This design comes from an exercise in tuning for small area and a short achievable clock period on the open sky130 flow, not from production work.
Where RTL was checked, it was by simulation tests only, not by an equivalence proof against the original.
Function not checked in runs 1 to 3, 5 and 6: the RTL went through the layout flow alone.

File: design/flow/run.sh
#!/bin/bash
# synth_recipe.tcl (not shown) runs the flow's synth.tcl, then flattens the netlist and writes it again
# the make line also repeats each setting of config.mk as NAME=value (left out here)
make -C /OpenROAD-flow-scripts/flow DESIGN_CONFIG=/design/flow/config.mk WORK_HOME=/design/flow/orfs CLKGATE_MAP_FILE= SYNTH_SCRIPT=/design/flow/synth_recipe.tcl finish
File: design/flow/config.mk
export PLATFORM = sky130hd
export DESIGN_NAME = aes_round_core
export DESIGN_NICKNAME = aes_round_core
export VERILOG_FILES = /design/flow/design.v
export SDC_FILE = /design/flow/constraint.sdc
export NUM_CORES = 4
export LEC_CHECK = 0
export CAP_MARGIN = 20
export CORE_MARGIN = 2
export CORE_UTILIZATION = 40
export SETUP_SLACK_MARGIN = 3.8
export SLEW_MARGIN = 20
File: design/flow/constraint.sdc
create_clock -name core_clock -period 5.5 [get_ports {i_clk}]
set_input_delay 1.1000 -clock core_clock [delete_from_list [all_inputs] [get_ports {i_clk}]]
set_output_delay 1.1000 -clock core_clock [all_outputs]
set_load 0.01 [all_outputs]
File: design/flow/design.v
package aes_gf_pkg;
	typedef logic [8-1:0] gf_byte_t;
	typedef logic [3:0] gf_nibble_t;
	typedef logic [1:0] gf_pair_t;
	typedef logic [(16/4)*8-1:0] aes_column_t;
	typedef logic [16*8-1:0] aes_state_t;
	function automatic gf_pair_t gf2_sq(gf_pair_t a);
		gf2_sq = {a[0], a[1]};
	endfunction
	function automatic gf_pair_t gf2_muls(gf_pair_t a, logic ab, gf_pair_t b, logic cd);
		logic abcd;
		abcd = ~(ab & cd);
		gf2_muls = {~(a[1] & b[1]) ^ abcd, ~(a[0] & b[0]) ^ abcd};
	endfunction
	function automatic gf_pair_t gf2_muls_scl(gf_pair_t a, logic ab, gf_pair_t b, logic cd);
		logic t;
		t = ~(a[0] & b[0]);
		gf2_muls_scl = {~(ab & cd) ^ t, ~(a[1] & b[1]) ^ t};
	endfunction
	function automatic gf_nibble_t gf4_mul(gf_nibble_t x, gf_nibble_t y);
		gf_pair_t ph;
		gf_pair_t pl;
		gf_pair_t p;
		gf_pair_t xs;
		gf_pair_t ys;
		xs = x[3:2] ^ x[1:0];
		ys = y[3:2] ^ y[1:0];
		ph = gf2_muls(x[3:2], x[3] ^ x[2], y[3:2], y[3] ^ y[2]);
		pl = gf2_muls(x[1:0], x[1] ^ x[0], y[1:0], y[1] ^ y[0]);
		p = gf2_muls_scl(xs, xs[1] ^ xs[0], ys, ys[1] ^ ys[0]);
		gf4_mul = {ph ^ p, pl ^ p};
	endfunction
	function automatic gf_nibble_t gf4_sqsc_mul(gf_nibble_t a, gf_nibble_t b);
		gf_pair_t as;
		gf_pair_t bs;
		logic ahi, alo, aall, bhi, blo, ball;
		logic c1, c2, c3;
		gf_nibble_t c;
		as = a[3:2] ^ a[1:0];
		bs = b[3:2] ^ b[1:0];
		ahi = a[3] ^ a[2];
		alo = a[1] ^ a[0];
		aall = as[1] ^ as[0];
		bhi = b[3] ^ b[2];
		blo = b[1] ^ b[0];
		ball = bs[1] ^ bs[0];
		c1 = ~(ahi & bhi);
		c2 = ~(as[0] & bs[0]);
		c3 = ~(aall & ball);
		c[3] = ~(as[0] | bs[0]) ^ ~(a[3] & b[3]) ^ c1 ^ c3;
		c[2] = ~(as[1] | bs[1]) ^ ~(a[2] & b[2]) ^ c1 ^ c2;
		c[1] = ~(alo | blo) ^ ~(a[1] & b[1]) ^ c2 ^ c3;
		c[0] = ~(a[0] | b[0]) ^ ~(alo & blo) ^ ~(as[1] & bs[1]) ^ c2;
		gf4_sqsc_mul = c;
	endfunction
	function automatic gf_nibble_t gf4_inv(gf_nibble_t x);
		gf_pair_t a;
		gf_pair_t b;
		gf_pair_t c;
		gf_pair_t d;
		logic sa;
		logic sb;
		logic sd;
		a = x[3:2];
		b = x[1:0];
		sa = a[1] ^ a[0];
		sb = b[1] ^ b[0];
		c = {~(a[1] | b[1]) ^ ~(sa & sb), ~(sa | sb) ^ ~(a[0] & b[0])};
		d = gf2_sq(c);
		sd = d[1] ^ d[0];
		gf4_inv = {gf2_muls(d, sd, b, sb), gf2_muls(d, sd, a, sa)};
	endfunction
	function automatic gf_byte_t xtime(gf_byte_t b);
		xtime = {b[8-2:0], 1'b0} ^ (8'h1b & {8{b[8-1]}});
	endfunction
	function automatic gf_byte_t mul4(gf_byte_t b);
		mul4 = xtime(xtime(b));
	endfunction
	function automatic gf_byte_t mul8(gf_byte_t b);
		mul8 = xtime(xtime(xtime(b)));
	endfunction
endpackage
package aes_round_pkg;
	typedef struct packed {
		logic valid;
		logic decrypt;
		logic skip_mix;
	} round_ctrl_t;
endpackage
module aes_row_shifter (
	input aes_gf_pkg::aes_state_t i_state,
	output aes_gf_pkg::aes_state_t o_fwd,
	output aes_gf_pkg::aes_state_t o_inv
);
	localparam int ROWS = 16 / 4;
	localparam int COLS = 4;
	localparam int BW = 8;
	always_comb
	begin
		for (int c = 0; c < COLS; c++)
		begin
			for (int r = 0; r < ROWS; r++)
			begin
				o_inv[(16-1-(c*ROWS+r))*BW +: BW] =
					i_state[(16-1-(((c+COLS-r)%COLS)*ROWS+r))*BW +: BW];
				o_fwd[(16-1-(c*ROWS+r))*BW +: BW] =
					i_state[(16-1-(((c+r)%COLS)*ROWS+r))*BW +: BW];
			end
		end
	end
endmodule
module aes_sbox_lane #(
	parameter bit CUT_IN = 1'b0,
	parameter bit CUT_MID = 1'b0,
	parameter bit CUT_INV = 1'b0,
	parameter bit CUT_OUT = 1'b0
) (
	input logic i_clk,
	input logic i_decrypt,
	input aes_gf_pkg::gf_byte_t i_byte_enc,
	input aes_gf_pkg::gf_byte_t i_byte_dec,
	output aes_gf_pkg::gf_byte_t o_byte
);
	logic [9:1] r;
	logic [9:1] s;
	aes_gf_pkg::gf_byte_t e;
	aes_gf_pkg::gf_byte_t x;
	aes_gf_pkg::gf_byte_t in_enc;
	aes_gf_pkg::gf_byte_t in_dec;
	aes_gf_pkg::gf_byte_t in_sel;
	aes_gf_pkg::gf_byte_t in_q;
	logic dec_1;
	aes_gf_pkg::gf_nibble_t a, b, c;
	aes_gf_pkg::gf_nibble_t a_q, b_q, c_q;
	logic dec_2;
	aes_gf_pkg::gf_nibble_t d;
	aes_gf_pkg::gf_byte_t inv;
	aes_gf_pkg::gf_byte_t inv_q;
	logic dec_3;
	logic [10:1] t;
	aes_gf_pkg::gf_byte_t out_enc;
	aes_gf_pkg::gf_byte_t out_dec;
	aes_gf_pkg::gf_byte_t out_sel;
	assign e = i_byte_enc;
	assign x = i_byte_dec;
	assign r[1] = e[7] ^ e[5];
	assign r[3] = e[6] ^ e[0];
	assign r[4] = e[5] ~^ r[3];
	assign r[5] = e[4] ^ r[4];
	assign r[6] = e[3] ^ e[0];
	assign r[2] = e[7] ~^ e[4];
	assign r[7] = e[2] ^ r[1];
	assign r[8] = e[1] ^ r[3];
	assign r[9] = e[3] ^ r[8];
	assign in_enc = {r[7] ~^ r[8], r[5], e[1] ^ r[4], r[1] ~^ r[3],
		e[1] ^ r[2] ^ r[6], ~e[0], r[4], e[2] ~^ r[9]};
	assign s[1] = x[7] ^ x[5];
	assign s[2] = x[7] ~^ x[4];
	assign s[3] = x[6] ^ x[0];
	assign s[4] = x[5] ~^ s[3];
	assign s[5] = x[4] ^ s[4];
	assign s[6] = x[3] ^ x[0];
	assign s[7] = x[2] ^ s[1];
	assign s[8] = x[1] ^ s[3];
	assign s[9] = x[3] ^ s[8];
	assign in_dec = {s[2], x[4] ^ s[8], x[6] ^ x[4], s[9],
		x[6] ~^ s[2], s[7], x[4] ^ s[6], x[1] ^ s[5]};
	assign in_sel = i_decrypt ? ~in_dec : ~in_enc;
	generate
		if (CUT_IN) begin : g_cut_in
			always_ff @(posedge i_clk) begin
				in_q <= in_sel;
				dec_1 <= i_decrypt;
			end
		end else begin : g_pass_in
			assign in_q = in_sel;
			assign dec_1 = i_decrypt;
		end
	endgenerate
	assign a = in_q[7:4];
	assign b = in_q[3:0];
	assign c = aes_gf_pkg::gf4_sqsc_mul(a, b);
	generate
		if (CUT_MID) begin : g_cut_mid
			always_ff @(posedge i_clk) begin
				a_q <= a;
				b_q <= b;
				c_q <= c;
				dec_2 <= dec_1;
			end
		end else begin : g_pass_mid
			assign a_q = a;
			assign b_q = b;
			assign c_q = c;
			assign dec_2 = dec_1;
		end
	endgenerate
	assign d = aes_gf_pkg::gf4_inv(c_q);
	assign inv = {aes_gf_pkg::gf4_mul(d, b_q), aes_gf_pkg::gf4_mul(d, a_q)};
	generate
		if (CUT_INV) begin : g_cut_inv
			always_ff @(posedge i_clk) begin
				inv_q <= inv;
				dec_3 <= dec_2;
			end
		end else begin : g_pass_inv
			assign inv_q = inv;
			assign dec_3 = dec_2;
		end
	endgenerate
	assign t[1] = inv_q[7] ^ inv_q[3];
	assign t[2] = inv_q[6] ^ inv_q[4];
	assign t[3] = inv_q[6] ^ inv_q[0];
	assign t[4] = inv_q[5] ~^ inv_q[3];
	assign t[5] = inv_q[5] ~^ t[1];
	assign t[6] = inv_q[5] ~^ inv_q[1];
	assign t[7] = inv_q[4] ~^ t[6];
	assign t[8] = inv_q[2] ^ t[4];
	assign t[9] = inv_q[1] ^ t[2];
	assign t[10] = t[3] ^ t[5];
	assign out_enc = {t[4], t[1], t[3], t[5], t[2] ^ t[5], t[3] ^ t[8], t[7], t[9]};
	assign out_dec = {inv_q[4] ~^ inv_q[1], inv_q[1] ^ t[10], inv_q[2] ^ t[10], inv_q[6] ~^ inv_q[1],
		t[8] ^ t[9], inv_q[7] ~^ t[7], t[6], ~inv_q[2]};
	assign out_sel = dec_3 ? ~out_dec : ~out_enc;
	generate
		if (CUT_OUT) begin : g_cut_out
			always_ff @(posedge i_clk)
				o_byte <= out_sel;
		end else begin : g_pass_out
			assign o_byte = out_sel;
		end
	endgenerate
endmodule
module aes_column_mixer (
	input logic i_decrypt,
	input logic i_skip_mix,
	input aes_gf_pkg::aes_state_t i_bytes,
	output aes_gf_pkg::aes_state_t o_state
);
	localparam int ROWS = 16 / 4;
	localparam int BW = 8;
	always_comb
	begin
		aes_gf_pkg::gf_byte_t s [ROWS];
		aes_gf_pkg::gf_byte_t p [ROWS];
		aes_gf_pkg::gf_byte_t w [2];
		aes_gf_pkg::gf_byte_t t;
		aes_gf_pkg::gf_byte_t t8;
		aes_gf_pkg::gf_byte_t g;
		for (int c = 0; c < 4; c++)
		begin
			for (int r = 0; r < ROWS; r++)
				s[r] = i_bytes[(16-1-(c*ROWS+r))*BW +: BW];
			for (int r = 0; r < ROWS; r++)
				p[r] = s[r] ^ s[(r + 1) % ROWS];
			t = p[0] ^ p[2];
			t8 = aes_gf_pkg::mul8(t);
			w[0] = aes_gf_pkg::mul4(s[0] ^ s[2]) ^ t8;
			w[1] = aes_gf_pkg::mul4(s[1] ^ s[3]) ^ t8;
			for (int r = 0; r < ROWS; r++)
			begin
				g = t ^ aes_gf_pkg::xtime(p[r]) ^ ({BW{i_decrypt}} & w[r % 2]);
				o_state[(16-1-(c*ROWS+r))*BW +: BW] = s[r] ^ ({BW{~i_skip_mix}} & g);
			end
		end
	end
endmodule
module aes_round_core (
	input logic i_clk,
	input logic i_rst,
	input logic i_valid,
	input logic i_decrypt,
	input logic i_skip_mix,
	input aes_gf_pkg::aes_state_t i_state,
	output logic o_valid,
	output aes_gf_pkg::aes_state_t o_state
);
	localparam int BW = 8;
	localparam bit CUT_IN0 = 1'b0;
	localparam bit CUT_IN = 1'b1;
	localparam bit CUT_MID = 1'b1;
	localparam bit CUT_INV = 1'b1;
	localparam bit CUT_OUT = 1'b0;
	localparam int N_SB = int'(CUT_IN) + int'(CUT_MID) + int'(CUT_INV) + int'(CUT_OUT);
	aes_gf_pkg::aes_state_t state_0;
	aes_round_pkg::round_ctrl_t ctrl_0;
	generate
		if (CUT_IN0) begin : g_cut_in0
			always_ff @(posedge i_clk) begin
				state_0 <= i_state;
				ctrl_0.decrypt <= i_decrypt;
				ctrl_0.skip_mix <= i_skip_mix;
				if (i_rst)
					ctrl_0.valid <= 1'b0;
				else
					ctrl_0.valid <= i_valid;
			end
		end else begin : g_pass_in0
			assign state_0 = i_state;
			assign ctrl_0.decrypt = i_decrypt;
			assign ctrl_0.skip_mix = i_skip_mix;
			assign ctrl_0.valid = i_valid & ~i_rst;
		end
	endgenerate
	aes_gf_pkg::aes_state_t src_fwd;
	aes_gf_pkg::aes_state_t src_inv;
	aes_gf_pkg::aes_state_t lane_bytes;
	aes_row_shifter u_shifter (
		.i_state(state_0),
		.o_fwd(src_fwd),
		.o_inv(src_inv)
	);
	for (genvar k = 0; k < 16; k++)
	begin : g_lane
		aes_sbox_lane #(
			.CUT_IN(CUT_IN),
			.CUT_MID(CUT_MID),
			.CUT_INV(CUT_INV),
			.CUT_OUT(CUT_OUT)
		) u_lane (
			.i_clk(i_clk),
			.i_decrypt(ctrl_0.decrypt),
			.i_byte_enc(src_fwd[(16-1-k)*BW +: BW]),
			.i_byte_dec(src_inv[(16-1-k)*BW +: BW]),
			.o_byte(lane_bytes[(16-1-k)*BW +: BW])
		);
	end
	aes_round_pkg::round_ctrl_t ctrl_d [N_SB+1];
	assign ctrl_d[0] = ctrl_0;
	for (genvar i = 0; i < N_SB; i++)
	begin : g_ctrl
		always_ff @(posedge i_clk) begin
			ctrl_d[i+1].decrypt <= ctrl_d[i].decrypt;
			ctrl_d[i+1].skip_mix <= ctrl_d[i].skip_mix;
			if (i_rst)
				ctrl_d[i+1].valid <= 1'b0;
			else
				ctrl_d[i+1].valid <= ctrl_d[i].valid;
		end
	end
	aes_gf_pkg::aes_state_t mixed;
	aes_column_mixer u_mixer (
		.i_decrypt(ctrl_d[N_SB].decrypt),
		.i_skip_mix(ctrl_d[N_SB].skip_mix),
		.i_bytes(lane_bytes),
		.o_state(mixed)
	);
	always_ff @(posedge i_clk)
	begin
		o_state <= mixed;
		if (i_rst)
			o_valid <= 1'b0;
		else
			o_valid <= ctrl_d[N_SB].valid;
	end
endmodule
==> results.toml, run 1 <==
[route]
drt_iter0_drc = 2057
final_antenna_net_count = 0
wl_per_cell_um = 16.17
route.detailed.drc = 0
vias = 35633
viasPerCell = 5.365
dr.pass1.iters = 5
top_layer_used = "met5"
wl_met2_um = 52070
routed_wl_um = 107400
wl_met3_um = 5139
wl_met1_um = 47640

[yosys]
synth_warnings = 34
avgSynthCellArea_um2 = 7.797
yosysTopAreaCellShare = 0.2864
synth_nets = 5324
syn-cell-area_mm2 = 0.04048
synth.yosys.seq_area_share = 0.2864
synth.top_cells.by_area = "dfxtp_1, xnor2_1, xor2_1"
ys_async_sr_fraction = 0
syn_inst = 5191
synthFlopType = "dfxtp_1"
yosysTopAreaCell = "dfxtp_1"
synth_edf_count = 0
synth-seq-cells = 579
ys_types = 54

[critical_path]
critPathArrivalTime_ns = 1.10
required_ns = 4.40
regToRegStartpoint = "g_lane[13].u_lane.c_q[3]"
startpoint_type = "flip-flop"
endpoint_kind = "output port"
worst_path_max_delay_cell = "dfxtp_4"
path_buf_inv = 1
worstSetupPathType = "flip-flop to output port"
r2r_end = "g_lane[13].u_lane.inv_q[7]"
path_cells = "buf_6"
crit_family = "flip-flops"
crit_path_max_fanout = 1
rrSetupSlack_ns = 3.68
ff2ff_path_depth = 7
critical_path.max_stage_delay_ns = 0.36

[sta]
tns_ns = 0
setup_viol = 0
finalCriticalPeriod_ns = 2.199
fmax_mhz = 454.8
finalClockSkew_ns = 0.02121
tightest_slew_ns = 0.5568
hold_violations = 0
slew_violations = 0
post-route-period-util = 0.3998
rsz0062_at_grt = "yes"
timing.hold.ws_ns = 0.3244
timing.slew.headroom = 0.6261

[die]
die_h_um = 322.1
core_area_mm2 = 0.1001
row_count = 116
dieArea_mm2 = 0.1038
pin_count = 262
initial_core_util = 0.4042
die_w_um = 322.1

[clock_network]
cts_root_buf = "clkbuf_16"
numCtsBuffers = 72
clkSlewWorstSetupHoldPaths_ns = 0.06
clockBufferDepth = 3
cts_tree = "done"
cts_num_sinks = 579
clk_latency_ns = 0.63
cts_htree_levels = 3
cts_hold_buf = 0

[hold_path]
hold_path_end = "g_lane[14].u_lane.dec_3"
min_path_type = "flip-flop to flip-flop"
holdPathStages = 0
min_from = "g_lane[15].u_lane.dec_2"

[global_route]
grt_start_max_net_pins = 131
grt_pass1_vias = 32598
overflow = 0
antenna_found_initial = 13
grt_usage = 0.1958
grt_pass1_wl_um = 170000

[flow_run]
maxCapViolCount = 0

[final_layout]
stdcell_count = 6642
syn_to_final_growth_pct = 24.23
drive_above_1_share = 0.2176
final_common_cell = "xnor2_1"
final_cell_mix = "xnor2_1, nand2_1, dfxtp_1, xor2_1, o21ai_0"
nets = 5417

[placement]
dpl.hpwl_um = 65380
place_inst = 6238
place.gp.congestion = 0.8221
portBuffers = 257

[run_status]
status = "no timing/DRC/antenna violations"
==> routing by layer <==
metal / GRT usage / vias to the layer above
met1: 0.2515 / 16735
li1: - / 18010
met5: 0 / -
met3: 0.03050 / 141
met2: 0.3343 / 741
met4: 0.06345 / 6
==> cell families after synthesis <==
logic type             after synthesis  share of synthesized area
other                                1                 0.00009265
AO/OA/AOI/OAI                     1354                     0.2079
buffers and inverters              627                    0.06451
flip-flops                         579                     0.2864
XOR/XNOR                          1186                     0.2581
AND/OR/NAND/NOR                   1321                     0.1524
multiplexers                       123                    0.03060
==> cells in the mapped netlist, drive strengths merged, types with 16 or more instances <==
cell type  number
nor2b          45
and2           16
o32a           16
o221ai         47
nor3          109
nand3          93
buf           189
nand2         442
nor2          378
nor4           16
a221oi         18
xor2          459
dfxtp         579
o32ai          88
a211oi         68
or3            41
o21ai         444
clkbuf        338
mux2i         117
nor3b          22
o21bai         34
a31oi          81
and3           77
a21oi         353
o311ai         16
o31ai          62
nand2b         36
o22ai          55
xnor2         727
nand3b         30
inv           100
==> timing repair <==
action / CTS / global route
endpoints found under the setup margin: 460 / 369
cloned: 18 / 4
hold endpoints to repair: 0 / 0
buffers inserted: 180 / 68
pin swaps: 149 / 126
resized for setup: 1139 / 338
==> worst max path at each step <==
stage	from	end	slack, ns	cells after the start
2_1_floorplan	i_state[72]	g_lane[14].u_lane.in_q[7]	3.38	6
3_3_place_gp	i_state[70]	g_lane[11].u_lane.in_q[0]	2.52	6
3_5_place_dp	i_state[70]	g_lane[11].u_lane.in_q[0]	2.51	6
4_1_cts	o_state[71]	o_state[71]	3.24	1
5_1_grt	o_state[65]	o_state[65]	3.25	1
6_report	o_state[70]	o_state[70]	3.30	1
==> stage by stage <==
stage | cell area, µm² | util | worst slack [ns]
2_1_floorplan | 41940 | - | 3.379
3_3_place_gp | 43660 | 0.4360 | 2.521
3_5_place_dp | 43660 | 0.4360 | 2.512
4_1_cts | 48840 | 0.4877 | 3.242
5_1_grt | 50270 | 0.5020 | 3.248
6_report | 50280 | 0.5021 | 3.301
==> final cells by class <==
cell class              count  area [µm²]
clock buffers              91        2006
multi-input cells        3985       28600
clock inverters            34       412.9
well taps                1298        1624
fillers                  9387       49860
inverters                 100       375.4
repair buffers            546        5279
flip-flops and latches    579       11960
diodes                      9       22.52
==> registers in the layout (all words and copies together), names as in the netlist <==
name / flops
g_lane.u_lane.a_q: 64
g_lane.u_lane.b_q: 64
g_lane.u_lane.c_q: 64
g_lane.u_lane.dec_1: 1
g_lane.u_lane.dec_2: 1
g_lane.u_lane.dec_3: 1
g_lane.u_lane.in_q: 128
g_lane.u_lane.inv_q: 128
o_state: 128
==> run 2: changes to the inputs <==
--- a/design/flow/config.mk
+++ b/design/flow/config.mk
@@ -8,5 +8,5 @@
 export CAP_MARGIN = 20
 export CORE_MARGIN = 2
 export CORE_UTILIZATION = 40
-export SETUP_SLACK_MARGIN = 3.8
+export SETUP_SLACK_MARGIN = 3.4
 export SLEW_MARGIN = 20
==> results.toml, run 2 <==
[critical_path]
r2r_end = "g_lane[5].u_lane.inv_q[3]"
path_buf_inv = 1
worst_path_max_delay_cell = "dfxtp_4"
endpoint_kind = "output port"
worstSetupPathType = "flip-flop to output port"
startpoint_type = "flip-flop"
path_cells = "buf_6"
critical_path.max_stage_delay_ns = 0.39
critPathArrivalTime_ns = 1.12
crit_path_max_fanout = 1
ff2ff_path_depth = 6
regToRegStartpoint = "g_lane[5].u_lane.c_q[1]"
crit_family = "flip-flops"
required_ns = 4.40
rrSetupSlack_ns = 3.51

[global_route]
grt_usage = 0.1746
grt_start_max_net_pins = 109
antenna_found_initial = 8
grt_pass1_wl_um = 152800
grt_pass1_vias = 29883
overflow = 0

[hold_path]
holdPathStages = 0
min_path_type = "flip-flop to flip-flop"
hold_path_end = "g_lane[14].u_lane.dec_3"
min_from = "g_lane[15].u_lane.dec_2"

[sta]
fmax_mhz = 450.4
hold_violations = 0
tightest_slew_ns = 0.7877
post-route-period-util = 0.4037
setup_ws_ns = 3.280
rsz0062_at_grt = "yes"
timing.slew.headroom = 0.4613
tns_ns = 0
finalCriticalPeriod_ns = 2.220
finalClockSkew_ns = 0.02292
slew_violations = 0
setup_viol = 0
timing.hold.ws_ns = 0.3248

[die]
core_area_mm2 = 0.1001
die_w_um = 322.1
pin_count = 262
die_h_um = 322.1
dieArea_mm2 = 0.1038
initial_core_util = 0.4042
row_count = 116

[clock_network]
cts_htree_levels = 3
numCtsBuffers = 70
cts_tree = "done"
cts_num_sinks = 579
clkSlewWorstSetupHoldPaths_ns = 0.06
clockBufferDepth = 3
clk_latency_ns = 0.62
cts_root_buf = "clkbuf_16"

[route]
dr.pass1.iters = 5
routed_wl_um = 94940
final_antenna_net_count = 0
drt_iter0_drc = 2155
viasPerCell = 5.267
vias = 33688
route.detailed.drc = 0
wl_per_cell_um = 14.84

[yosys]
syn-cell-area_mm2 = 0.04048
synth_top_family_by_area = "XOR/XNOR gates"
yosysTopAreaCellShare = 0.2864
synth_nets = 5324
ys_async_sr_fraction = 0
syn_inst = 5191
synth_warnings = 34
synth.top_cells.by_area = "dfxtp_1, xnor2_1, xor2_1"
synth_common_cells = "xnor2_1, dfxtp_1, xor2_1, nand2_1, o21ai_0"
synthSimpleGateAreaFrac = 0.1524
synthFlopType = "dfxtp_1"
avgSynthCellArea_um2 = 7.797
synth.yosys.seq_area_share = 0.2864
ys_types = 54
synth_edf_count = 0
synth_most_common_cell = "xnor2_1"
synthAdderAreaFrac = 0
synth_compound_area_frac = 0.2079
yosysTopAreaCell = "dfxtp_1"
synth-seq-cells = 579
synthXorXnorAreaFrac = 0.2581
synthMuxAreaShare = 0.03060

[final_layout]
drive_above_1_share = 0.1070
final_common_cell = "xnor2_1"
final_cell_mix = "xnor2_1, dfxtp_1, nand2_1, xor2_1, o21ai_0"
nets = 5177
reg_top3 = "g_lane.u_lane.in_q x128, g_lane.u_lane.inv_q x128, o_state x128"
syn_to_final_growth_pct = 13.40

[flow_run]
maxCapViolCount = 0

[placement]
place.gp.congestion = 0.8413
portBuffers = 257
dpl.hpwl_um = 65220
pre_cts_ws_ns = 2.522

[run_status]
status = "no timing/DRC/antenna violations"
-- run 2: cell counts after synthesis --
No cell type changed its count.
-- run 2: cell type report --
type | instances | area, µm²
timing repair buffer | 308 | 2978
clock inverter | 34 | 405.4
tap | 1298 | 1624
antenna | 4 | 10.01
sequential | 579 | 11900
multi-input combinational | 3985 | 26710
inverter | 100 | 375.4
clock buffer | 88 | 1892
fill | 9811 | 54250
-- run 2: worst register-to-register path: cells and delay by family (launching register included) --
family	cells	cell delay [ns]
compound gates	3	0.87
flops	1	0.51
simple gates	2	0.29
xor+xnor	1	0.19
-- run 2: worst max-delay path by stage --
stage                start                   endpoint  cells after the start
5_1_grt        o_state[69]                o_state[69]                      1
2_1_floorplan  i_state[54]  g_lane[13].u_lane.in_q[0]                      5
3_5_place_dp   i_state[54]   g_lane[5].u_lane.in_q[0]                      6
4_1_cts        o_state[70]                o_state[70]                      1
3_3_place_gp   i_state[54]  g_lane[13].u_lane.in_q[0]                      6
6_report       o_state[68]                o_state[68]                      1
-- run 2: cell families (layout without fill, tap and decap cells) --
group,Yosys count,count (layout)
mux,123,123
compound gates,1354,1354
simple gates,1321,1321
xor+xnor,1186,1186
flops,579,579
other cells,1,5
buf+inv,627,530
-- run 2: metal layers --
metal | vias up | global-route usage | wire length (µm)
met5 | - | 0 | 52
met4 | 8 | 0.04538 | 1938
met3 | 112 | 0.03106 | 4255
met2 | 583 | 0.2747 | 42580
met1 | 15429 | 0.2453 | 46120
li1 | 17556 | - | -
-- run 2: timing repair --
| action | CTS | global route |
|---|---|---|
| hold buffers | 0 | 0 |
| endpoints found under the setup margin | 321 | 261 |
| gates resized for setup | 767 | 118 |
| setup buffers | 9 | 24 |
| pin swaps | 7 | 21 |
-- run 2: per-stage QoR --
| stage | utilization | std cells | cell area [µm²] |
|---|---|---|---|
| after floorplan | - | 5191 | 40700 |
| after global placement | 0.4269 | 6237 | 42750 |
| after CTS | 0.4515 | 6368 | 45220 |
| final | 0.4583 | 6396 | 45900 |
| after detailed placement | 0.4269 | 6237 | 42750 |
| after global routing | 0.4582 | 6393 | 45890 |
==> run 3: changes to the inputs <==
--- a/design/flow/design.v
+++ b/design/flow/design.v
@@ -112,6 +112,7 @@
 module aes_sbox_lane #(
 	parameter bit CUT_IN = 1'b0,
 	parameter bit CUT_MID = 1'b0,
+	parameter bit CUT_D = 1'b0,
 	parameter bit CUT_INV = 1'b0,
 	parameter bit CUT_OUT = 1'b0
 ) (
@@ -134,6 +135,8 @@
 	aes_gf_pkg::gf_nibble_t a_q, b_q, c_q;
 	logic dec_2;
 	aes_gf_pkg::gf_nibble_t d;
+	aes_gf_pkg::gf_nibble_t a_r, b_r, d_r;
+	logic dec_2r;
 	aes_gf_pkg::gf_byte_t inv;
 	aes_gf_pkg::gf_byte_t inv_q;
 	logic dec_3;
@@ -196,16 +199,31 @@
 		end
 	endgenerate
 	assign d = aes_gf_pkg::gf4_inv(c_q);
-	assign inv = {aes_gf_pkg::gf4_mul(d, b_q), aes_gf_pkg::gf4_mul(d, a_q)};
+	generate
+		if (CUT_D) begin : g_cut_d
+			always_ff @(posedge i_clk) begin
+				a_r <= a_q;
+				b_r <= b_q;
+				d_r <= d;
+				dec_2r <= dec_2;
+			end
+		end else begin : g_pass_d
+			assign a_r = a_q;
+			assign b_r = b_q;
+			assign d_r = d;
+			assign dec_2r = dec_2;
+		end
+	endgenerate
+	assign inv = {aes_gf_pkg::gf4_mul(d_r, b_r), aes_gf_pkg::gf4_mul(d_r, a_r)};
 	generate
 		if (CUT_INV) begin : g_cut_inv
 			always_ff @(posedge i_clk) begin
 				inv_q <= inv;
-				dec_3 <= dec_2;
+				dec_3 <= dec_2r;
 			end
 		end else begin : g_pass_inv
 			assign inv_q = inv;
-			assign dec_3 = dec_2;
+			assign dec_3 = dec_2r;
 		end
 	endgenerate
 	assign t[1] = inv_q[7] ^ inv_q[3];
@@ -278,10 +296,11 @@
 	localparam int BW = 8;
 	localparam bit CUT_IN0 = 1'b0;
 	localparam bit CUT_IN = 1'b1;
-	localparam bit CUT_MID = 1'b1;
-	localparam bit CUT_INV = 1'b1;
+	localparam bit CUT_MID = 1'b0;
+	localparam bit CUT_D = 1'b1;
+	localparam bit CUT_INV = 1'b0;
 	localparam bit CUT_OUT = 1'b0;
-	localparam int N_SB = int'(CUT_IN) + int'(CUT_MID) + int'(CUT_INV) + int'(CUT_OUT);
+	localparam int N_SB = int'(CUT_IN) + int'(CUT_MID) + int'(CUT_D) + int'(CUT_INV) + int'(CUT_OUT);
 	aes_gf_pkg::aes_state_t state_0;
 	aes_round_pkg::round_ctrl_t ctrl_0;
 	generate
@@ -315,6 +334,7 @@
 		aes_sbox_lane #(
 			.CUT_IN(CUT_IN),
 			.CUT_MID(CUT_MID),
+			.CUT_D(CUT_D),
 			.CUT_INV(CUT_INV),
 			.CUT_OUT(CUT_OUT)
 		) u_lane (
@@ -325,23 +345,27 @@
 			.o_byte(lane_bytes[(16-1-k)*BW +: BW])
 		);
 	end
-	aes_round_pkg::round_ctrl_t ctrl_d [N_SB+1];
-	assign ctrl_d[0] = ctrl_0;
+	logic [N_SB:0] valid_d;
+	logic [N_SB:0] dec_d;
+	logic [N_SB:0] skip_d;
+	assign valid_d[0] = ctrl_0.valid;
+	assign dec_d[0] = ctrl_0.decrypt;
+	assign skip_d[0] = ctrl_0.skip_mix;
 	for (genvar i = 0; i < N_SB; i++)
 	begin : g_ctrl
 		always_ff @(posedge i_clk) begin
-			ctrl_d[i+1].decrypt <= ctrl_d[i].decrypt;
-			ctrl_d[i+1].skip_mix <= ctrl_d[i].skip_mix;
+			dec_d[i+1] <= dec_d[i];
+			skip_d[i+1] <= skip_d[i];
 			if (i_rst)
-				ctrl_d[i+1].valid <= 1'b0;
+				valid_d[i+1] <= 1'b0;
 			else
-				ctrl_d[i+1].valid <= ctrl_d[i].valid;
+				valid_d[i+1] <= valid_d[i];
 		end
 	end
 	aes_gf_pkg::aes_state_t mixed;
 	aes_column_mixer u_mixer (
-		.i_decrypt(ctrl_d[N_SB].decrypt),
-		.i_skip_mix(ctrl_d[N_SB].skip_mix),
+		.i_decrypt(dec_d[N_SB]),
+		.i_skip_mix(skip_d[N_SB]),
 		.i_bytes(lane_bytes),
 		.o_state(mixed)
 	);
@@ -351,6 +375,6 @@
 		if (i_rst)
 			o_valid <= 1'b0;
 		else
-			o_valid <= ctrl_d[N_SB].valid;
+			o_valid <= valid_d[N_SB];
 	end
 endmodule
--- a/design/flow/config.mk
+++ b/design/flow/config.mk
@@ -8,5 +8,5 @@
 export CAP_MARGIN = 20
 export CORE_MARGIN = 2
 export CORE_UTILIZATION = 40
-export SETUP_SLACK_MARGIN = 3.4
+export SETUP_SLACK_MARGIN = 3.3
 export SLEW_MARGIN = 20
==> results.toml, run 3 <==
[run_status]
status = "no timing/DRC/antenna violations"

[clock_network]
clkSlewWorstSetupHoldPaths_ns = 0.07
cts_tree = "done"
cts_htree_levels = 2
numCtsBuffers = 56
clk_latency_ns = 0.68
cts_hold_buf = 0
cts_num_sinks = 455
cts_root_buf = "clkbuf_16"
clockBufferDepth = 3

[sta]
setup_viol = 0
tightest_slew_ns = 0.9203
post-route-period-util = 0.7446
slew_violations = 0
rsz0062_at_grt = "yes"
finalCriticalPeriod_ns = 4.095
hold_violations = 0
fmax_mhz = 244.2
tns_ns = 0
finalClockSkew_ns = 0.03362
timing.slew.headroom = 0.3865

[route]
drt_iter0_drc = 1936
wl_per_cell_um = 17.46
final_antenna_net_count = 0
routed_wl_um = 123600
dr.pass1.iters = 6
vias = 35784
route.detailed.drc = 0
viasPerCell = 5.057

[critical_path]
cp-startpoint = "g_lane[13].u_lane.d_r[0]"
rrSetupSlack_ns = 1.40
crit_path_max_fanout = 7
regToRegStartpoint = "g_lane[13].u_lane.d_r[0]"
required_ns = 6.09
critPathArrivalTime_ns = 4.68
ff2ff_path_depth = 18
endpoint_kind = "flip-flop"
worst_path_max_delay_cell = "dfxtp_4"
path_cells = "xor2_4, buf_6, nor4_4, nor3_2, buf_6, xor2_4, xor2_2, mux2i_2, xor2_2, buf_6, xnor2_4, buf_6, xnor2_4, xnor3_2, mux2_4, xnor2_2, nor2_1, xnor2_1"
r2r_end = "o_state[20]"
critical_path.max_stage_delay_ns = 0.45
cp_common_cell = "buf_6"
worstSetupPathType = "flip-flop to flip-flop"
crit_family = "XOR/XNOR gates"
path_buf_inv = 4
startpoint_type = "flip-flop"

[die]
core_area_mm2 = 0.1072
die_h_um = 332.8
die_w_um = 332.8
initial_core_util = 0.4033
pin_count = 262
row_count = 120
dieArea_mm2 = 0.1107

[hold_path]
hold_path_end = "g_lane[15].u_lane.dec_2r"
holdPathStages = 0
min_from = "g_lane[15].u_lane.dec_1"
min_path_type = "flip-flop to flip-flop"

[yosys]
synth_common_cells = "xnor2_1, xor2_1, dfxtp_1, nor2_1, nand2_1"
synth_most_common_cell = "xnor2_1"
ys_types = 86
synth_nets = 5109
synth.top_cells.by_area = "xnor2_1, dfxtp_1, xor2_1"
yosysTopAreaCellShare = 0.2234
synthMuxAreaShare = 0.05938
synthAdderAreaFrac = 0
syn-cell-area_mm2 = 0.04324
synth-seq-cells = 455
syn_inst = 4976
synthSimpleGateAreaFrac = 0.1267
synth.yosys.seq_area_share = 0.2107
yosysTopAreaCell = "xnor2_1"
synth_compound_area_frac = 0.1282
synth_warnings = 7
synth_top_family_by_area = "XOR/XNOR gates"
synthFlopType = "dfxtp_1"
ys_async_sr_fraction = 0
synth_edf_count = 0
synthXorXnorAreaFrac = 0.4396
avgSynthCellArea_um2 = 8.690

[global_route]
antenna_found_initial = 6
grt_pass1_vias = 34203
grt_pass1_wl_um = 187200
overflow = 0
grt_start_max_net_pins = 128
grt_usage = 0.2070

[final_layout]
fillCellCount = 8697
utilization = 0.5889
final_cell_mix = "xnor2_1, buf_4, xor2_1, nor2_1, xnor2_2"
regArea_mm2 = 0.009776
drive_above_1_share = 0.4099
nets = 5757
reg_top3 = "g_lane.u_lane.in_q x128, o_state x128"
multi_input_area_mm2 = 0.04136
final_common_cell = "xnor2_1"
syn_to_final_growth_pct = 46.01
post-route-cell-area_mm2 = 0.06313

[placement]
place_area_mm2 = 0.04911
place.gp.congestion = 0.8418
dpl.hpwl_um = 83110
portBuffers = 261

[flow_run]
maxCapViolCount = 0
[run 3: cell count changes after synthesis, sizes merged, moves of 69 or more]
| cell | before | now |
|---|---|---|
| buf | 189 | 99 |
| xnor3 | 0 | 73 |
| mux2 | 6 | 125 |
| xor2 | 459 | 642 |
| clkbuf | 338 | 181 |
| a21oi | 353 | 241 |
| o21ai | 444 | 300 |
| dfxtp | 579 | 455 |
| nand3 | 93 | 24 |
| xnor2 | 727 | 1177 |
| nand2 | 442 | 338 |
| a31oi | 81 | 6 |
| nand2b | 36 | 123 |
[run 3: logic make-up after synthesis]
kind of cell / count (synthesis)
AOI/OAI and AO/OA: 869
DFF: 455
and+or+nand+nor: 1148
muxes: 227
buffers and inverters: 363
xor gates and xnor gates: 1914
[run 3: cell type report]
class,instances,area share
diodes,3,0.0001189
clock buffers,69,0.02424
clock inverters,35,0.007610
inverters,83,0.005014
multi-input cells,4159,0.6552
flip-flops and latches,455,0.1548
well taps,1403,0.02780
repair buffers,869,0.1252
[run 3: repair_timing]
action	CTS	global route
setup endpoints to repair	287	374
gates resized for setup	1506	530
setup buffers	396	190
pin swaps	371	271
cloned	0	1
[run 3: worst reg2reg max path, stage by stage (launching register included)]
cell and delay [ns]:
dfxtp_4 0.45, xor2_4 0.25, buf_6 0.14, nor4_4 0.03, nor3_2 0.21, buf_6 0.18
xor2_4 0.23, xor2_2 0.24, mux2i_2 0.29, xor2_2 0.16, buf_6 0.15, xnor2_4 0.07
buf_6 0.15, xnor2_4 0.29, xnor3_2 0.35, mux2_4 0.35, xnor2_2 0.14, nor2_1 0.08
xnor2_1 0.26
[run 3: worst max-delay path by stage]
stage                     slack [ns]           to  cells past startpoint
after global routing            1.19  o_state[20]                     18
after CTS                       1.44  o_state[60]                     15
final                           1.40  o_state[20]                     18
after floorplan                 1.67  o_state[21]                     14
after global placement          0.85  o_state[67]                     14
after detailed placement        0.83  o_state[67]                     14
[run 3: metrics by stage]
| step | instances | hold WS (ns) | setup WS, ns |
|---|---|---|---|
| 5_1_grt | 7073 | 0.3437 | 1.190 |
| 6_report | 7076 | 0.3348 | 1.405 |
| 3_3_place_gp | 6382 | 0.3111 | 0.8458 |
| 2_1_floorplan | 4976 | 0.3096 | 1.672 |
| 3_5_place_dp | 6382 | 0.3118 | 0.8326 |
| 4_1_cts | 6882 | 0.3367 | 1.443 |
[run 3: metal layers]
metal,global-route usage,part of all wire,up-vias
met3,0.02851,0.040,173
met4,0.05748,0.027,4
met1,0.2825,0.45,17126
met2,0.3411,0.48,650
met5,0,0.00020,-
li1,-,-,17831
==> run 4: changes to the inputs <==
--- a/design/flow/design.v
+++ b/design/flow/design.v
@@ -296,9 +296,9 @@
 	localparam int BW = 8;
 	localparam bit CUT_IN0 = 1'b0;
 	localparam bit CUT_IN = 1'b1;
-	localparam bit CUT_MID = 1'b0;
-	localparam bit CUT_D = 1'b1;
-	localparam bit CUT_INV = 1'b0;
+	localparam bit CUT_MID = 1'b1;
+	localparam bit CUT_D = 1'b0;
+	localparam bit CUT_INV = 1'b1;
 	localparam bit CUT_OUT = 1'b0;
 	localparam int N_SB = int'(CUT_IN) + int'(CUT_MID) + int'(CUT_D) + int'(CUT_INV) + int'(CUT_OUT);
 	aes_gf_pkg::aes_state_t state_0;
--- a/design/flow/config.mk
+++ b/design/flow/config.mk
@@ -8,5 +8,5 @@
 export CAP_MARGIN = 20
 export CORE_MARGIN = 2
 export CORE_UTILIZATION = 40
-export SETUP_SLACK_MARGIN = 3.3
+export SETUP_SLACK_MARGIN = 3.4
 export SLEW_MARGIN = 20
==> results.toml, run 4 <==
[global_route]
grt_pass1_vias = 38281
overflow = 0
antenna_found_initial = 9
grt_pass1_wl_um = 212400
grt_start_max_net_pins = 112
grt_usage = 0.2087

[clock_network]
cts_htree_levels = 3
numCtsBuffers = 73
cts_root_buf = "clkbuf_16"
clk_latency_ns = 0.65
clockBufferDepth = 3
cts_tree = "done"
cts_num_sinks = 586
clkSlewWorstSetupHoldPaths_ns = 0.06

[sta]
hold_violations = 0
tns_ns = 0
slew_violations = 0
timing.hold.ws_ns = 0.3205
finalClockSkew_ns = 0.02334
tightest_slew_ns = 0.9284
setup_viol = 0
timing.slew.headroom = 0.3790
rsz0062_at_grt = "yes"
fmax_mhz = 316.2
post-route-period-util = 0.5751
finalCriticalPeriod_ns = 3.163

[die]
initial_core_util = 0.4039
dieArea_mm2 = 0.1259
die_w_um = 354.8
pin_count = 262
die_h_um = 354.8
core_area_mm2 = 0.1219
row_count = 128

[final_layout]
utilization = 0.5335
nets = 6372
post-route-cell-area_mm2 = 0.06502
multi_input_area_mm2 = 0.04089
syn_to_final_growth_pct = 32.10
fillCellCount = 10400
final_common_cell = "xnor2_1"
stdcell_count = 7923
regArea_mm2 = 0.01229
reg_top3 = "g_lane.u_lane.in_q x128, g_lane.u_lane.inv_q x128, o_state x128"
drive_above_1_share = 0.2671
final_cell_mix = "xnor2_1, xor2_1, o21ai_0, nor2_1, nand2_1"
diodes = 0

[critical_path]
path_cells = "xor2_4, xnor3_1, xnor2_1, xor3_1, mux2i_2, xor2_1, xnor2_1, or3_1, a21oi_2, xnor2_1"
critPathArrivalTime_ns = 3.66
path_buf_inv = 0
crit_path_max_fanout = 4
critical_path.max_stage_delay_ns = 0.44
startpoint_type = "flip-flop"
endpoint_kind = "flip-flop"
worst_path_max_delay_cell = "dfxtp_2"
worstSetupPathType = "flip-flop to flip-flop"
rrSetupSlack_ns = 2.34
crit_family = "XOR/XNOR gates"
cp_common_cell = "xnor2_1"
required_ns = 6.00

[yosys]
synth-seq-cells = 586
synth_most_common_cell = "xnor2_1"
synth_nets = 6146
synth.yosys.seq_area_share = 0.2383
ys_async_sr_fraction = 0
synthFlopType = "dfxtp_1"
yosysTopAreaCellShare = 0.2383
syn_inst = 6013
synth_common_cells = "xnor2_1, xor2_1, dfxtp_1, clkbuf_1, nor2_1"
avgSynthCellArea_um2 = 8.186
synth_edf_count = 0
synth.top_cells.by_area = "dfxtp_1, xnor2_1, xor2_1"
synth_warnings = 7
ys_types = 61
yosysTopAreaCell = "dfxtp_1"
syn-cell-area_mm2 = 0.04922

[placement]
place.gp.congestion = 0.8954
portBuffers = 261
place_inst = 7380
place_area_mm2 = 0.05449
dpl.hpwl_um = 95270

[route]
vias = 42277
route.detailed.drc = 0
viasPerCell = 5.336
drt_iter0_drc = 2921
final_antenna_net_count = 0
dr.pass1.iters = 6
routed_wl_um = 144400
wl_per_cell_um = 18.23

[run_status]
status = "no timing/DRC/antenna violations"

[hold_path]
min_path_type = "flip-flop to flip-flop"

[flow_run]
maxCapViolCount = 0
-- run 4: repair_timing --
item,in CTS,in global routing
setup endpoints to repair,413,370
hold buffers,0,0
setup buffers,240,152
pin swaps,184,284
cloned,12,5
resized for setup,1190,459
-- run 4: cells by family (layout without fill, tap and decap cells) --
logic type / Yosys count / count (layout) / share of synthesized area
compound gates: 1482 / 1482 / 0.1850
mux: 145 / 145 / 0.03261
buf+inv: 653 / 938 / 0.05267
flops: 586 / 586 / 0.2383
xor+xnor: 1862 / 1862 / 0.3760
simple gates: 1285 / 1285 / 0.1154
-- run 4: layout make-up --
| cell class | instances | share of cell area |
|---|---|---|
| clock buffer | 94 | 0.03165 |
| clock inverter | 40 | 0.007755 |
| inverter | 113 | 0.006773 |
| multi-input combinational | 4774 | 0.6288 |
| sequential | 586 | 0.1890 |
| tap | 1625 | 0.03127 |
| timing repair buffer | 688 | 0.1039 |
| timing repair inverter | 3 | 0.0007889 |
-- run 4: metal layers --
layer | share of wire | track usage | vias to the layer above
li1 | - | - | 20856
met1 | 0.43 | 0.2809 | 19969
met2 | 0.47 | 0.3358 | 1192
met3 | 0.064 | 0.04046 | 258
met4 | 0.031 | 0.06712 | 2
met5 | 0.000090 | 0 | -
-- run 4: final timing paths --
path / startpoint / to / depth (start not counted)
worst max-delay path: g_lane[3].u_lane.inv_q[5] / o_state[98] / 10
worst min-delay path: g_lane[15].u_lane.dec_2 / g_lane[14].u_lane.dec_3 / 0
worst max register to register: g_lane[3].u_lane.inv_q[5] / o_state[98] / 10
worst min register to register: g_lane[15].u_lane.dec_2 / g_lane[14].u_lane.dec_3 / 0
-- run 4: worst reg2reg max path, cell delays in order, from the launching register on --
cell and delay, ns:
dfxtp_2 0.44, xor2_4 0.27, xnor3_1 0.42, xnor2_1 0.25, xor3_1 0.32, mux2i_2 0.28
xor2_1 0.32, xnor2_1 0.14, or3_1 0.35, a21oi_2 0.16, xnor2_1 0.08
-- run 4: through the flow --
stage | setup slack, ns
finish | 2.337
global route | 2.204
CTS | 2.422
detailed placement | 1.916
global placement | 1.998
floorplan | 2.524
==> run 5: changes to the inputs <==
--- a/design/flow/design.v
+++ b/design/flow/design.v
@@ -299,7 +299,7 @@
 	localparam bit CUT_MID = 1'b1;
 	localparam bit CUT_D = 1'b0;
 	localparam bit CUT_INV = 1'b1;
-	localparam bit CUT_OUT = 1'b0;
+	localparam bit CUT_OUT = 1'b1;
 	localparam int N_SB = int'(CUT_IN) + int'(CUT_MID) + int'(CUT_D) + int'(CUT_INV) + int'(CUT_OUT);
 	aes_gf_pkg::aes_state_t state_0;
 	aes_round_pkg::round_ctrl_t ctrl_0;
--- a/design/flow/config.mk
+++ b/design/flow/config.mk
@@ -8,5 +8,5 @@
 export CAP_MARGIN = 20
 export CORE_MARGIN = 2
 export CORE_UTILIZATION = 40
-export SETUP_SLACK_MARGIN = 3.4
+export SETUP_SLACK_MARGIN = 3.2
 export SLEW_MARGIN = 20
==> results.toml, run 5 <==
[run_status]
status = "no timing/DRC/antenna violations"

[hold_path]
hold_path_end = "skip_d[3]"
min_from = "skip_d[2]"
min_path_type = "flip-flop to flip-flop"
holdPathStages = 0

[die]
dieArea_mm2 = 0.1262
initial_core_util = 0.4044
core_area_mm2 = 0.1220
die_h_um = 355.2
die_w_um = 355.2
pin_count = 262
row_count = 128

[yosys]
yosysTopAreaCell = "dfxtp_1"
synth.top_cells.by_area = "dfxtp_1, xnor2_1, xor2_1"
ys_types = 45
avgSynthCellArea_um2 = 8.180
syn-cell-area_mm2 = 0.04935
synth_common_cells = "xnor2_1, dfxtp_1, xor2_1, nor2_1, clkbuf_1"
ys_async_sr_fraction = 0
synth_most_common_cell = "xnor2_1"
synth_warnings = 7
synthFlopType = "dfxtp_1"
yosysTopAreaCellShare = 0.2909
synth_nets = 6166
syn_inst = 6033
synth_edf_count = 0
synth.yosys.seq_area_share = 0.2909
synth-seq-cells = 717

[clock_network]
cts_num_sinks = 717
clockBufferDepth = 3
numCtsBuffers = 83
cts_tree = "done"
clkSlewWorstSetupHoldPaths_ns = 0.06
cts_htree_levels = 3
cts_root_buf = "clkbuf_16"
clk_latency_ns = 0.68

[route]
dr.pass1.iters = 6
viasPerCell = 5.117
route.detailed.drc = 0
drt_iter0_drc = 2577
final_antenna_net_count = 0
wl_per_cell_um = 15.72
routed_wl_um = 119800
vias = 39002

[critical_path]
worst_path_max_delay_cell = "dfxtp_4"
ff2ff_path_depth = 8
startpoint_type = "flip-flop"
critical_path.max_stage_delay_ns = 0.37
required_ns = 4.40
path_cells = "buf_2"
crit_family = "flip-flops"
critPathArrivalTime_ns = 1.16
regToRegStartpoint = "g_lane[4].u_lane.o_byte[7]"
r2r_end = "o_state[90]"
path_buf_inv = 1
endpoint_kind = "output port"
worstSetupPathType = "flip-flop to output port"
crit_path_max_fanout = 1
rrSetupSlack_ns = 3.25

[global_route]
antenna_found_initial = 4
grt_usage = 0.1828
grt_start_max_net_pins = 210
grt_pass1_wl_um = 191300
overflow = 0
grt_pass1_vias = 35432

[sta]
setup_ws_ns = 3.238
slew_violations = 0
timing.slew.headroom = 0.3337
finalClockSkew_ns = 0.02358
hold_violations = 0
timing.hold.ws_ns = 0.3205
setup_viol = 0
tns_ns = 0
post-route-period-util = 0.4113
finalCriticalPeriod_ns = 2.262
fmax_mhz = 442.0
rsz0062_at_grt = "yes"
tightest_slew_ns = 0.9994

[final_layout]
drive_above_1_share = 0.1089
syn_to_final_growth_pct = 14.14
final_common_cell = "xnor2_1"
final_cell_mix = "xnor2_1, xor2_1, dfxtp_1, nor2_1, nand2_1"
nets = 6061

[flow_run]
maxCapViolCount = 0

[placement]
pre_cts_ws_ns = 2.575
place.gp.congestion = 0.8672
dpl.hpwl_um = 88560
portBuffers = 261
## run 5: changes by cell type after synthesis, moves of 32 or more
cell / change
xnor2_1: +79
xnor2_2: -73
dfxtp_1: +131
a211oi_1: +32
## run 5: cells by family after synthesis
logic type             synth area share
buffers and inverters           0.04992
flip-flops                       0.2909
AO/OA/AOI/OAI                    0.1762
XOR/XNOR                         0.3474
AND/OR/NAND/NOR                  0.1176
multiplexers                    0.01798
## run 5: worst max path at each step
stage / from / to / slack [ns] / depth (start not counted)
4_1_cts: o_state[33] / o_state[33] / 3.07 / 1
5_1_grt: g_lane[14].u_lane.c_q[2] / g_lane[14].u_lane.inv_q[7] / 3.12 / 6
3_3_place_gp: i_state[86] / g_lane[1].u_lane.in_q[0] / 2.63 / 7
3_5_place_dp: i_state[86] / g_lane[9].u_lane.in_q[0] / 2.58 / 6
6_report: o_state[33] / o_state[33] / 3.24 / 1
2_1_floorplan: g_lane[13].u_lane.o_byte[6] / o_state[4] / 3.20 / 7
## run 5: area by class of cell
class / count / area [µm²]
clock buffer: 108 / 2291
multi-input combinational: 4671 / 33710
sequential: 717 / 14600
tap: 1625 / 2033
timing repair buffer: 329 / 2549
fill: 11795 / 65710
antenna: 1 / 2.502
inverter: 126 / 473.0
clock inverter: 45 / 676.9
## run 5: metal layers
layer | routed length [µm] | up-vias | share of wire | GRT usage
li1 | - | 20144 | - | -
met1 | 60200 | 17975 | 0.50 | 0.2689
met2 | 51940 | 757 | 0.43 | 0.2774
met3 | 5396 | 126 | 0.045 | 0.02651
met4 | 2283 | 0 | 0.019 | 0.04788
met5 | 0 | - | 0 | 0
## run 5: metrics by stage
step                  util  area, µm²  instances
CTS                 0.4531      55290       7596
global placement    0.4278      52210       7414
finish              0.4616      56330       7622
detailed placement  0.4278      52210       7414
floorplan                -      49420       6033
global route        0.4616      56330       7621
## run 5: what timing repair did
item                                    CTS  global route
endpoints found under the setup margin  324           195
pin swaps                                23            39
hold buffers                              0             0
buffers inserted                         29            25
resized for setup                       673           171
==> run 6: changes to the inputs <==
--- a/design/flow/design.v
+++ b/design/flow/design.v
@@ -295,7 +295,7 @@
 );
 	localparam int BW = 8;
 	localparam bit CUT_IN0 = 1'b0;
-	localparam bit CUT_IN = 1'b1;
+	localparam bit CUT_IN = 1'b0;
 	localparam bit CUT_MID = 1'b1;
 	localparam bit CUT_D = 1'b0;
 	localparam bit CUT_INV = 1'b1;
==> results.toml, run 6 <==
[clock_network]
clkSlewWorstSetupHoldPaths_ns = 0.06
cts_tree = "done"
numCtsBuffers = 69
clk_latency_ns = 0.63
cts_hold_buf = 0
cts_root_buf = "clkbuf_16"
cts_num_sinks = 586
clockBufferDepth = 3
cts_htree_levels = 3

[sta]
setup_ws_ns = 2.794
setup_viol = 0
tightest_slew_ns = 0.7361
hold_violations = 0
fmax_mhz = 369.6
post-route-period-util = 0.4919
finalCriticalPeriod_ns = 2.706
timing.slew.headroom = 0.5057
tns_ns = 0
slew_violations = 0
rsz0062_at_grt = "yes"
finalClockSkew_ns = 0.02345

[yosys]
ys_async_sr_fraction = 0
synth.top_cells.by_area = "dfxtp_1, xnor2_1, xor2_1"
synth_nets = 6406
synth.yosys.seq_area_share = 0.2340
synth-seq-cells = 586
synth_common_cells = "xnor2_1, xor2_1, dfxtp_1, nand2_1, nor2_1"
yosysTopAreaCell = "dfxtp_1"
yosysTopAreaCellShare = 0.2340
ys_types = 87
avgSynthCellArea_um2 = 7.992
synthFlopType = "dfxtp_1"
syn_inst = 6273
synth_most_common_cell = "xnor2_1"
synth_edf_count = 0
synth_warnings = 7
syn-cell-area_mm2 = 0.05013

[route]
routed_wl_um = 146200
final_antenna_net_count = 0
drt_iter0_drc = 3546
wl_per_cell_um = 17.54
route.detailed.drc = 0
vias = 44602
dr.pass1.iters = 8
viasPerCell = 5.350

[die]
die_h_um = 358.0
dieArea_mm2 = 0.1282
pin_count = 262
initial_core_util = 0.4044
row_count = 129
core_area_mm2 = 0.1240
die_w_um = 358.0

[run_status]
status = "no timing/DRC/antenna violations"

[global_route]
grt_usage = 0.2138
antenna_found_initial = 5
grt_start_max_net_pins = 80
overflow = 0
grt_pass1_vias = 40317
grt_pass1_wl_um = 223200

[critical_path]
path_buf_inv = 6
ff2ff_path_depth = 8
crit_path_max_fanout = 8
required_ns = 6.05
critical_path.max_stage_delay_ns = 0.46
cp_common_cell = "buf_6"
worstSetupPathType = "input pin to flip-flop"
worst-path-stages = 14
startpoint_type = "input pin"
critPathArrivalTime_ns = 3.26
worst_path_max_delay_cell = "xnor3_2"
path_cells = "buf_12, xnor3_2, buf_6, buf_6, buf_6, xnor2_4, mux2i_4, buf_12, buf_8, nor3_4, a21oi_1, o21ai_1, xor2_1, xnor2_1"
crit_family = "XOR/XNOR gates"
endpoint_kind = "flip-flop"

[placement]
dpl.hpwl_um = 98970
pre_cts_ws_ns = 1.105
place.gp.congestion = 0.8798
portBuffers = 261

[flow_run]
maxCapViolCount = 0

[final_layout]
reg_top3 = "g_lane.u_lane.inv_q x128, g_lane.u_lane.o_byte x128, o_state x128"
final_cell_mix = "xnor2_1, xor2_1, nand2_1, nor2_1, dfxtp_1"
syn_to_final_growth_pct = 31.17
drive_above_1_share = 0.2631
final_common_cell = "xnor2_1"
diodes = 0
nets = 6780

[hold_path]
holdPathStages = 0
min_path_type = "flip-flop to flip-flop"
==> run 6: cell families (layout without fill, tap and decap cells) <==
logic type / count (synthesis) / count (layout) / synth area share
xor gates and xnor gates: 1838 / 1838 / 0.3500
AOI/OAI and AO/OA: 1565 / 1565 / 0.1977
and+or+nand+nor: 1440 / 1441 / 0.1254
buffers and inverters: 643 / 1063 / 0.05071
DFF: 586 / 586 / 0.2340
muxes: 201 / 207 / 0.04218
==> run 6: worst paths after layout <==
path	startpoint	end	slack, ns
max	i_state[0]	g_lane[11].u_lane.c_q[1]	2.79
min reg2reg	skip_d[2]	skip_d[3]	0.33
min	skip_d[2]	skip_d[3]	0.33
max reg2reg	g_lane[7].u_lane.o_byte[3]	o_state[94]	3.20
==> run 6: timing repair <==
action,4_1_cts,5_1_grt
pin swaps,338,257
setup endpoints to repair,472,247
gates resized for setup,1764,455
setup buffers,331,159
gates cloned,18,3
==> run 6: stage by stage <==
stage | hold WS [ns] | std cells | cell area, µm² | util
floorplan | 0.3096 | 6273 | 52370 | -
global placement | 0.3151 | 7702 | 54620 | 0.4406
detailed placement | 0.3121 | 7702 | 54620 | 0.4406
CTS | 0.3300 | 8175 | 62480 | 0.5040
global route | 0.3317 | 8337 | 65760 | 0.5305
finish | 0.3290 | 8337 | 65760 | 0.5305
==> run 6: layout make-up <==
cell class / instances / area (µm²)
fill: 11047 / 58200
multi-input combinational: 5051 / 41210
sequential: 586 / 11980
timing repair buffer: 797 / 7370
tap: 1637 / 2048
clock buffer: 81 / 1832
inverter: 139 / 659.4
clock inverter: 43 / 589.3
timing repair inverter: 3 / 70.07
==> run 6: metal layers <==
layer  track usage  wire length [µm]  up-vias  part of all wire
met5             0                22        -           0.00015
met4       0.05808              2961        4             0.020
met3       0.02580              6985      153             0.048
met2        0.3332             66930     1109              0.46
met1        0.3099             69310    21080              0.47
li1              -                 -    22256                 -

-- static timing again, ports no longer ideal --
Ports are ideal in the flow. The routed layouts listed here were re-timed in OpenROAD. Step 1 assumes that a clkbuf_16 drives the clock port and a buf_2 every other input. Step 2 moves the port delays by t, midway between the first and last clock arrival at a register: inputs arrive t later, outputs are due t later. That takes back most of the time a late clock gives input paths. Slacks: no drivers / after step 1 / after step 2; pairs: no drivers / after step 1.
run	shift t [ns]	setup slack, ns	hold WS [ns]
run 1	0.691	3.301 / 3.231 / 2.999	0.324 / 0.324 / 0.324
run 2	0.686	3.280 / 3.206 / 2.709	0.325 / 0.325 / 0.325
run 3	0.728	1.405 / 1.405 / 1.405	0.335 / 0.335 / 0.335
run 4	0.708	2.337 / 2.337 / 2.337	0.320 / 0.320 / 0.320
run 5	0.737	3.238 / 3.162 / 2.552	0.320 / 0.320 / 0.320
run 6	0.696	2.794 / 2.804 / 2.109	0.329 / 0.329 / 0.329
After both steps setup and hold are still met in every run listed. The setup slack of run 5, which loses most, moves by -0.076 ns with the drivers and by -0.686 ns with both steps.
